This design comes from an exercise in tuning for small area, a short achievable clock period and few clock cycles on the open sky130 flow, not from production work. Function was checked by simulation only, so behaviour that the tests miss may differ from the original.

==> job 8626 <==
Design bat_amateur, start of the top module:
module bat_amateur (
    input  wire logic              clk,
    input  wire logic              arst_n,
    input  wire logic              halt,
    input  wire logic              ext_ram_en,
    input  wire logic              ext_ram_rw,
    input  wire logic [bat_pkg::MEM_AW-1:0] address,
    input  wire logic [bat_pkg::DATA_W-1:0] data,
    output logic [bat_pkg::DATA_W-1:0]      out,
    output logic [bat_pkg::DATA_W-1:0]      rdata,
    output logic                   halted
);
==> module bat_amateur, before the edit <==
module bat_amateur (
    input  wire logic              clk,
    input  wire logic              arst_n,
    input  wire logic              halt,
    input  wire logic              ext_ram_en,
    input  wire logic              ext_ram_rw,
    input  wire logic [bat_pkg::MEM_AW-1:0] address,
    input  wire logic [bat_pkg::DATA_W-1:0] data,
    output logic [bat_pkg::DATA_W-1:0]      out,
    output logic [bat_pkg::DATA_W-1:0]      rdata,
    output logic                   halted
);
    logic                       run, ext_rd;
    logic [7:0][bat_pkg::DATA_W-1:0] part;
    logic [7:0][bat_pkg::DATA_W-1:0] part_q;
    logic                       ex_q;      
    logic                       ldwb_q;    
    logic [2:0]                 ldrd_q;
    logic [15:0]                pc_hi_q, pc_lo_q;     
    bat_pkg::flags_t            flag_q;
    logic [bat_pkg::DATA_W-1:0] word;
    logic [4:0]                 op;
    logic [2:0]                 rd;
    logic [7:0]                 imm;
    logic [15:0]                imm_hi, imm_lo;
    logic                       d_alu, d_ldi, d_mov, d_inc, d_ld, d_st, d_jmp, d_jz, d_jc, d_hlt;
    logic                       st_hit, stall, use_imm, next;
    logic [15:0]                addr_hi, addr_lo, rhi, rlo;
    logic                       ram_we;
    logic [15:0]                whi, wlo;
    logic [bat_pkg::DATA_W-1:0] ram_wdata;
    logic [bat_pkg::DATA_W-1:0] reg_a, reg_b, reg_d, reg_s;
    logic [bat_pkg::DATA_W-1:0] alu_result;
    bat_pkg::flags_t            alu_flags;
    logic                       reg_we;
    logic [2:0]                 reg_waddr;
    logic [bat_pkg::DATA_W-1:0] reg_wdata;
    always_comb begin
        word = '0;
        for (int g = 0; g < 8; g++) begin
            word = word | part_q[g];
        end
    end
    assign rdata = word;
    assign op  = word[15:11];
    assign rd  = word[10:8];
    assign imm = word[7:0];
    always_comb begin
        imm_hi  = '0;
        imm_lo  = '0;
        addr_hi = '0;
        addr_lo = '0;
        imm_hi[imm[7:4]]      = 1'b1;
        imm_lo[imm[3:0]]      = 1'b1;
        addr_hi[address[7:4]] = 1'b1;
        addr_lo[address[3:0]] = 1'b1;
    end
    assign d_alu = ex_q && (op >= 5'd1) && (op <= 5'd8);
    assign d_ldi = ex_q && (op == bat_pkg::OP_LDI);
    assign d_mov = ex_q && (op == bat_pkg::OP_MOV);
    assign d_inc = ex_q && (op == bat_pkg::OP_INC);
    assign d_ld  = ex_q && (op == bat_pkg::OP_LD);
    assign d_st  = ex_q && (op == bat_pkg::OP_ST);
    assign d_jmp = ex_q && (op == bat_pkg::OP_JMP);
    assign d_jz  = ex_q && (op == bat_pkg::OP_JZ);
    assign d_jc  = ex_q && (op == bat_pkg::OP_JC);
    assign d_hlt = ex_q && (op == bat_pkg::OP_HLT);
    assign st_hit  = d_st && ((imm_hi & pc_hi_q) != '0) && ((imm_lo & pc_lo_q) != '0);
    assign stall   = d_ld || st_hit;
    assign use_imm = d_ld || d_jmp || (d_jz && flag_q.zero) || (d_jc && flag_q.carry);
    assign next    = run ? (!stall && !d_hlt) : (!halt && !halted);
    assign ext_rd = halt && ext_ram_en && !ext_ram_rw;
    assign rhi = ext_rd ? addr_hi : use_imm ? imm_hi : pc_hi_q;
    assign rlo = ext_rd ? addr_lo : use_imm ? imm_lo : pc_lo_q;
    assign ram_we    = run ? d_st : (halt && ext_ram_en && ext_ram_rw);
    assign whi       = run ? imm_hi : addr_hi;
    assign wlo       = run ? imm_lo : addr_lo;
    assign ram_wdata = run ? reg_d : data;
    bat_memory i_memory (
        .clk   (clk),
        .we    (ram_we),
        .whi   (whi),
        .wlo   (wlo),
        .wdata (ram_wdata),
        .rhi   (rhi),
        .rlo   (rlo),
        .part  (part),
        .rdata ()
    );
    always_ff @(posedge clk) begin
        part_q <= part;
    end
    always_ff @(posedge clk or negedge arst_n) begin
        if (!arst_n) begin
            ex_q    <= 1'b0;
            ldwb_q  <= 1'b0;
            ldrd_q  <= '0;
            pc_hi_q <= 16'd1;
            pc_lo_q <= 16'd1;
            flag_q  <= '0;
        end else begin
            ex_q   <= next;
            ldwb_q <= d_ld;
            ldrd_q <= rd;
            if (next) begin
                pc_lo_q <= {rlo[14:0], rlo[15]};
                pc_hi_q <= rlo[15] ? {rhi[14:0], rhi[15]} : rhi;
            end
            if (d_alu) begin
                flag_q <= alu_flags;
            end
        end
    end
    bat_controller i_controller (
        .clk      (clk),
        .arst_n   (arst_n),
        .halt     (halt),
        .exec_hlt (d_hlt),
        .run      (run),
        .halted   (halted)
    );
    bat_alu i_alu (
        .a      (reg_a),
        .b      (reg_b),
        .op     (op),
        .result (alu_result),
        .flags  (alu_flags)
    );
    always_comb begin
        reg_we    = ldwb_q || d_alu || d_ldi || d_mov || d_inc;
        reg_waddr = ldwb_q ? ldrd_q : rd;
        reg_wdata = alu_result;
        if (d_ldi)  reg_wdata = {8'd0, imm};
        if (d_mov)  reg_wdata = reg_s;
        if (d_inc)  reg_wdata = reg_d + 1'b1;
        if (ldwb_q) reg_wdata = word;
    end
    bat_regfile i_regfile (
        .clk     (clk),
        .arst_n  (arst_n),
        .we      (reg_we),
        .waddr   (reg_waddr),
        .wdata   (reg_wdata),
        .raddr_d (rd),
        .rdata_d (reg_d),
        .raddr_s (imm[2:0]),
        .rdata_s (reg_s),
        .reg_a   (reg_a),
        .reg_b   (reg_b),
        .reg_out (out)
    );
endmodule
==> module bat_add16, before the edit <==
module bat_add16 (
    input  wire logic [bat_pkg::DATA_W-1:0] a,
    input  wire logic [bat_pkg::DATA_W-1:0] b,
    input  wire logic                       cin,
    output logic [bat_pkg::DATA_W:0]        sum
);
    assign sum = {1'b0, a} + {1'b0, b} + {{bat_pkg::DATA_W{1'b0}}, cin};
endmodule
==> module bat_alu, before the edit <==
module bat_alu (
    input  wire logic [bat_pkg::DATA_W-1:0] a,
    input  wire logic [bat_pkg::DATA_W-1:0] b,
    input  wire logic [4:0]                 op,
    output logic [bat_pkg::DATA_W-1:0]      result,
    output bat_pkg::flags_t                 flags
);
    logic [bat_pkg::DATA_W:0] add_sum, sub_sum;
    logic [bat_pkg::DATA_W:0] sum;
    bat_add16 i_add (.a(a), .b(b),  .cin(1'b0), .sum(add_sum));
    bat_add16 i_sub (.a(a), .b(~b), .cin(1'b1), .sum(sub_sum));   
    always_comb begin
        case (op)
            bat_pkg::OP_ADD:  sum = add_sum;
            bat_pkg::OP_SUB:  sum = {!sub_sum[bat_pkg::DATA_W], sub_sum[bat_pkg::DATA_W-1:0]};
            bat_pkg::OP_AND:  sum = {1'b0, a & b};
            bat_pkg::OP_OR:   sum = {1'b0, a | b};
            bat_pkg::OP_XOR:  sum = {1'b0, a ^ b};
            bat_pkg::OP_NOT:  sum = {1'b0, ~a};
            bat_pkg::OP_SHL:  sum = {a, 1'b0};
            default:          sum = {a[0], 1'b0, a[bat_pkg::DATA_W-1:1]};   
        endcase
    end
    assign result      = sum[bat_pkg::DATA_W-1:0];
    assign flags.carry = sum[bat_pkg::DATA_W];
    assign flags.zero  = (result == '0);
endmodule
==> module bat_controller, before the edit <==
module bat_controller (
    input  wire logic clk,
    input  wire logic arst_n,
    input  wire logic halt,
    input  wire logic exec_hlt,    
    output logic      run,
    output logic      halted
);
    always_ff @(posedge clk or negedge arst_n) begin
        if (!arst_n) begin
            run    <= 1'b0;
            halted <= 1'b0;
        end else begin
            if (halt) begin
                run    <= 1'b0;
                halted <= 1'b0;
            end else begin
                run    <= run ? !exec_hlt : !halted;
                halted <= halted || (run && exec_hlt);
            end
        end
    end
endmodule
==> flow/config.mk <==
export PLATFORM = sky130hd
export DESIGN_NAME = bat_amateur
export DESIGN_NICKNAME = bat_amateur
export VERILOG_FILES = /design/flow/design.v
export SDC_FILE = /design/flow/constraint.sdc
export NUM_CORES = 4
export LEC_CHECK = 0
export CAP_MARGIN = 20
export CORE_MARGIN = 2
export CORE_UTILIZATION = 40
export SLEW_MARGIN = 20
export SYNTH_HIERARCHICAL = 1
export TNS_END_PERCENT = 10
==> flow/constraint.sdc <==
create_clock -name core_clock -period 10.0 [get_ports {clk}]
set_input_delay 2.0000 -clock core_clock [delete_from_list [all_inputs] [get_ports {clk}]]
set_output_delay 2.0000 -clock core_clock [all_outputs]
set_load 0.01 [all_outputs]
standard.sh (not shown) runs the stock make flow with config.mk's settings and CLKGATE_MAP_FILE= SYNTH_SCRIPT=/design/flow/synth_recipe.tcl, a recipe that flattens the netlist after the stock synthesis.
==> flow/flow/run.sh <==
#!/bin/bash
set -euo pipefail
bash standard.sh SETUP_SLACK_MARGIN=6 finish > standard_flow.log 2>&1
==> job 6438 (differences from job 8626) <==
--- a/flow/design.v
+++ b/flow/design.v
@@ -187,4 +187,17 @@
 endmodule
 `default_nettype wire
+`default_nettype none
+module bat_rdata (
+    input  wire logic [7:0][bat_pkg::DATA_W-1:0] part_n,
+    output logic [bat_pkg::DATA_W-1:0]           rdata
+);
+    always_comb begin
+        for (int b = 0; b < bat_pkg::DATA_W; b++) begin
+            rdata[b] = ~((part_n[0][b] & part_n[1][b] & part_n[2][b] & part_n[3][b]) &
+                         (part_n[4][b] & part_n[5][b] & part_n[6][b] & part_n[7][b]));
+        end
+    end
+endmodule
+`default_nettype wire
 `timescale 1ns/10ps
 `default_nettype none
@@ -229,5 +242,5 @@
     logic                       run, ext_rd;
     logic [7:0][bat_pkg::DATA_W-1:0] part;
-    logic [7:0][bat_pkg::DATA_W-1:0] part_q;
+    logic [7:0][bat_pkg::DATA_W-1:0] part_n_q;   
     logic                       ex_q;      
     logic                       ldwb_q;    
@@ -253,10 +266,14 @@
     logic [bat_pkg::DATA_W-1:0] reg_wdata;
     always_comb begin
-        word = '0;
+        word = '1;
         for (int g = 0; g < 8; g++) begin
-            word = word | part_q[g];
+            word = word & part_n_q[g];
         end
+        word = ~word;
     end
-    assign rdata = word;
+    bat_rdata i_rdata (
+        .part_n (part_n_q),
+        .rdata  (rdata)
+    );
     assign op  = word[15:11];
     assign rd  = word[10:8];
@@ -305,5 +322,5 @@
     );
     always_ff @(posedge clk) begin
-        part_q <= part;
+        part_n_q <= ~part;
     end
     always_ff @(posedge clk or negedge arst_n) begin
==> flow/flow/run.sh (replaced) <==
#!/bin/bash
set -euo pipefail
bash standard.sh SETUP_SLACK_MARGIN=6 MATCH_CELL_FOOTPRINT=0 finish > standard_flow.log 2>&1
--- a/flow/config.mk
+++ b/flow/config.mk
@@ -11,3 +11,3 @@
 export SLEW_MARGIN = 20
 export SYNTH_HIERARCHICAL = 1
-export TNS_END_PERCENT = 10
+export TNS_END_PERCENT = 0
==> job 1493 (differences from job 8626) <==
--- a/flow/design.v
+++ b/flow/design.v
@@ -187,4 +187,17 @@
 endmodule
 `default_nettype wire
+`default_nettype none
+module bat_rdata (
+    input  wire logic [7:0][bat_pkg::DATA_W-1:0] part_n,
+    output logic [bat_pkg::DATA_W-1:0]           rdata
+);
+    always_comb begin
+        for (int b = 0; b < bat_pkg::DATA_W; b++) begin
+            rdata[b] = ~((part_n[0][b] & part_n[1][b] & part_n[2][b] & part_n[3][b]) &
+                         (part_n[4][b] & part_n[5][b] & part_n[6][b] & part_n[7][b]));
+        end
+    end
+endmodule
+`default_nettype wire
 `timescale 1ns/10ps
 `default_nettype none
@@ -229,5 +242,5 @@
     logic                       run, ext_rd;
     logic [7:0][bat_pkg::DATA_W-1:0] part;
-    logic [7:0][bat_pkg::DATA_W-1:0] part_q;
+    logic [7:0][bat_pkg::DATA_W-1:0] part_n_q;   
     logic                       ex_q;      
     logic                       ldwb_q;    
@@ -253,10 +266,14 @@
     logic [bat_pkg::DATA_W-1:0] reg_wdata;
     always_comb begin
-        word = '0;
+        word = '1;
         for (int g = 0; g < 8; g++) begin
-            word = word | part_q[g];
+            word = word & part_n_q[g];
         end
+        word = ~word;
     end
-    assign rdata = word;
+    bat_rdata i_rdata (
+        .part_n (part_n_q),
+        .rdata  (rdata)
+    );
     assign op  = word[15:11];
     assign rd  = word[10:8];
@@ -305,5 +322,5 @@
     );
     always_ff @(posedge clk) begin
-        part_q <= part;
+        part_n_q <= ~part;
     end
     always_ff @(posedge clk or negedge arst_n) begin
--- a/flow/config.mk
+++ b/flow/config.mk
@@ -8,5 +8,5 @@
 export CAP_MARGIN = 20
 export CORE_MARGIN = 2
-export CORE_UTILIZATION = 40
+export CORE_UTILIZATION = 50
 export SLEW_MARGIN = 20
 export SYNTH_HIERARCHICAL = 1
==> job 5901 (differences from job 8626) <==
--- a/flow/design.v
+++ b/flow/design.v
@@ -76,12 +76,4 @@
 `timescale 1ns/10ps
 `default_nettype none
-module bat_add16 (
-    input  wire logic [bat_pkg::DATA_W-1:0] a,
-    input  wire logic [bat_pkg::DATA_W-1:0] b,
-    input  wire logic                       cin,
-    output logic [bat_pkg::DATA_W:0]        sum
-);
-    assign sum = {1'b0, a} + {1'b0, b} + {{bat_pkg::DATA_W{1'b0}}, cin};
-endmodule
 module bat_alu (
     input  wire logic [bat_pkg::DATA_W-1:0] a,
@@ -91,12 +83,9 @@
     output bat_pkg::flags_t                 flags
 );
-    logic [bat_pkg::DATA_W:0] add_sum, sub_sum;
     logic [bat_pkg::DATA_W:0] sum;
-    bat_add16 i_add (.a(a), .b(b),  .cin(1'b0), .sum(add_sum));
-    bat_add16 i_sub (.a(a), .b(~b), .cin(1'b1), .sum(sub_sum));   
     always_comb begin
         case (op)
-            bat_pkg::OP_ADD:  sum = add_sum;
-            bat_pkg::OP_SUB:  sum = {!sub_sum[bat_pkg::DATA_W], sub_sum[bat_pkg::DATA_W-1:0]};
+            bat_pkg::OP_ADD:  sum = {1'b0, a} + {1'b0, b};
+            bat_pkg::OP_SUB:  sum = {1'b0, a} - {1'b0, b};
             bat_pkg::OP_AND:  sum = {1'b0, a & b};
             bat_pkg::OP_OR:   sum = {1'b0, a | b};
@@ -194,17 +183,29 @@
     input  wire logic halt,
     input  wire logic exec_hlt,    
+    output logic      start,
+    output logic      fetch,
     output logic      run,
+    output logic      pc_sel,
     output logic      halted
 );
     always_ff @(posedge clk or negedge arst_n) begin
         if (!arst_n) begin
+            start  <= 1'b0;
+            fetch  <= 1'b0;
             run    <= 1'b0;
+            pc_sel <= 1'b0;
             halted <= 1'b0;
         end else begin
             if (halt) begin
+                start  <= 1'b0;
+                fetch  <= 1'b0;
                 run    <= 1'b0;
+                pc_sel <= 1'b0;
                 halted <= 1'b0;
             end else begin
-                run    <= run ? !exec_hlt : !halted;
+                start  <= !start && !fetch && !run && !halted;
+                fetch  <= start;
+                run    <= fetch || (run && !exec_hlt);
+                pc_sel <= !halted && !(run && exec_hlt);
                 halted <= halted || (run && exec_hlt);
             end
@@ -227,5 +228,5 @@
     output logic                   halted
 );
-    logic                       run, ext_rd;
+    logic                       start, fetch, run, pc_sel;
     logic [7:0][bat_pkg::DATA_W-1:0] part;
     logic [7:0][bat_pkg::DATA_W-1:0] part_q;
@@ -285,8 +286,7 @@
     assign stall   = d_ld || st_hit;
     assign use_imm = d_ld || d_jmp || (d_jz && flag_q.zero) || (d_jc && flag_q.carry);
-    assign next    = run ? (!stall && !d_hlt) : (!halt && !halted);
-    assign ext_rd = halt && ext_ram_en && !ext_ram_rw;
-    assign rhi = ext_rd ? addr_hi : use_imm ? imm_hi : pc_hi_q;
-    assign rlo = ext_rd ? addr_lo : use_imm ? imm_lo : pc_lo_q;
+    assign next    = fetch || (run && !stall && !d_hlt);
+    assign rhi = !pc_sel ? addr_hi : use_imm ? imm_hi : pc_hi_q;
+    assign rlo = !pc_sel ? addr_lo : use_imm ? imm_lo : pc_lo_q;
     assign ram_we    = run ? d_st : (halt && ext_ram_en && ext_ram_rw);
     assign whi       = run ? imm_hi : addr_hi;
@@ -333,5 +333,8 @@
         .halt     (halt),
         .exec_hlt (d_hlt),
+        .start    (start),
+        .fetch    (fetch),
         .run      (run),
+        .pc_sel   (pc_sel),
         .halted   (halted)
     );
==> flow/run.sh (new file) <==
#!/bin/bash
# synth_recipe.tcl (not shown) runs the flow's synth.tcl, then flattens the netlist and writes it again
# the make line also repeats each setting of config.mk as NAME=value (left out here)
make -C /OpenROAD-flow-scripts/flow DESIGN_CONFIG=/design/flow/config.mk WORK_HOME=/design/flow/orfs CLKGATE_MAP_FILE= SYNTH_SCRIPT=/design/flow/synth_recipe.tcl finish
--- a/flow/config.mk
+++ b/flow/config.mk
@@ -9,5 +9,5 @@
 export CORE_MARGIN = 2
 export CORE_UTILIZATION = 40
+export SETUP_SLACK_MARGIN = 5
 export SLEW_MARGIN = 20
 export SYNTH_HIERARCHICAL = 1
-export TNS_END_PERCENT = 10
removed: flow/flow/run.sh
removed: flow/standard.sh
==> notes.md <==
* Slew HR at 17.5%
* WHS at roughly 0.51 ns
* Die ar. at between 400,000 and 500,000 um2
* Tmin final at ~5.1 ns
* Max incr delay on CP at 0.56 ns
* Status: no timing/DRC/antenna violations
* Worst path arrival time at between 5 and 6 ns
* Final non-filler cell area at 191,000 um2
* Sw Ratio at about a third
* Final Routed Wirelength at about 520,000 um
the above is filed under job 5901

==> notes.md <==
* Worst path arrival time at about 2.7 ns
* Clock sink total at ~4.4k
* Tmin final at around 4.6 ns
* Slew HR at between 10% and 20%
* Final non-filler cell area at about 200,000 um2
* Die ar. at approximately 340,000 um2
* Status: no timing/DRC/antenna violations
* Final Routed Wirelength at roughly 610,000 um
* Max incr delay on CP at ~0.52 ns
* WHS at between 0.5 and 0.6 ns
the above is filed under job 1493

==> notes.md <==
* Status: no timing/DRC/antenna violations
* CTS Root Cell: clkbuf_16
* Slew HR at 11.9%
* Final Routed Wirelength at between 500,000 and 600,000 um
* Die ar. at approximately 420,000 um2
* Sw Ratio at around 33%
* WHS at between 0.5 and 0.6 ns
* Top delay family on crit path: compound AO/OA/AOI/OAI gates
* Final non-filler cell area at approximately 190,000 um2
* Max incr delay on CP at between 0.4 and 0.5 ns
* Worst path arrival time at between 5 and 6 ns
the above is filed under job 6438

==> notes.md <==
* Status: no timing/DRC/antenna violations
* Die ar. at 422,000 um2
* Final non-filler cell area at about 200,000 um2
* Max incr delay on CP at approximately 0.60 ns
* Tmin final at between 4 and 5 ns
* Worst path arrival time at between 5 and 6 ns
* Sw Ratio at between 30% and 40%
the above is filed under job 8626

Testbench counts of job 8626, summed over its fixed seeds: cycles 23,108.
Testbench counts of job 6438, summed over its fixed seeds: cycles 23,108.
Testbench counts of job 1493, summed over its fixed seeds: cycles 23,108.
Testbench counts of job 5901, summed over its fixed seeds: cycles 23,300.

## afterwards: timing with drivers on the ports
In the flow no input, the clock included, has a driving cell. The finished layouts below were timed again as built, in two steps. Step 1: set_driving_cell puts a clkbuf_16 on clk and a buf_2 on each other input, an assumption about the parent block. Step 2 times the ports against the registers' clock, not the clock port: input delays grow and output delays shrink by t, the midpoint of the rising clock arrivals with the driver on. Slacks: no drivers / after step 1 / after step 2; pairs: no drivers / after step 1.
run	t, ns	setup WS [ns]	hold slack, ns	worst register clock-pin slew, ns
job 8626	1.079	5.352 / 5.285 / 4.518	0.527 / 0.527 / 0.527	0.07 / 0.07
job 6438	1.079	5.129 / 5.129 / 4.055	0.529 / 0.529 / 0.529	0.07 / 0.07
job 1493	1.070	5.351 / 5.251 / 4.429	0.528 / 0.528 / 0.528	0.07 / 0.07
job 5901	1.061	4.886 / 4.886 / 3.975	0.507 / 0.507 / 0.507	0.07 / 0.07
After both steps setup and hold are still met in every run listed. The setup slack of job 6438, which loses most, moves by 0.000 ns with the drivers and by -1.074 ns with both steps.
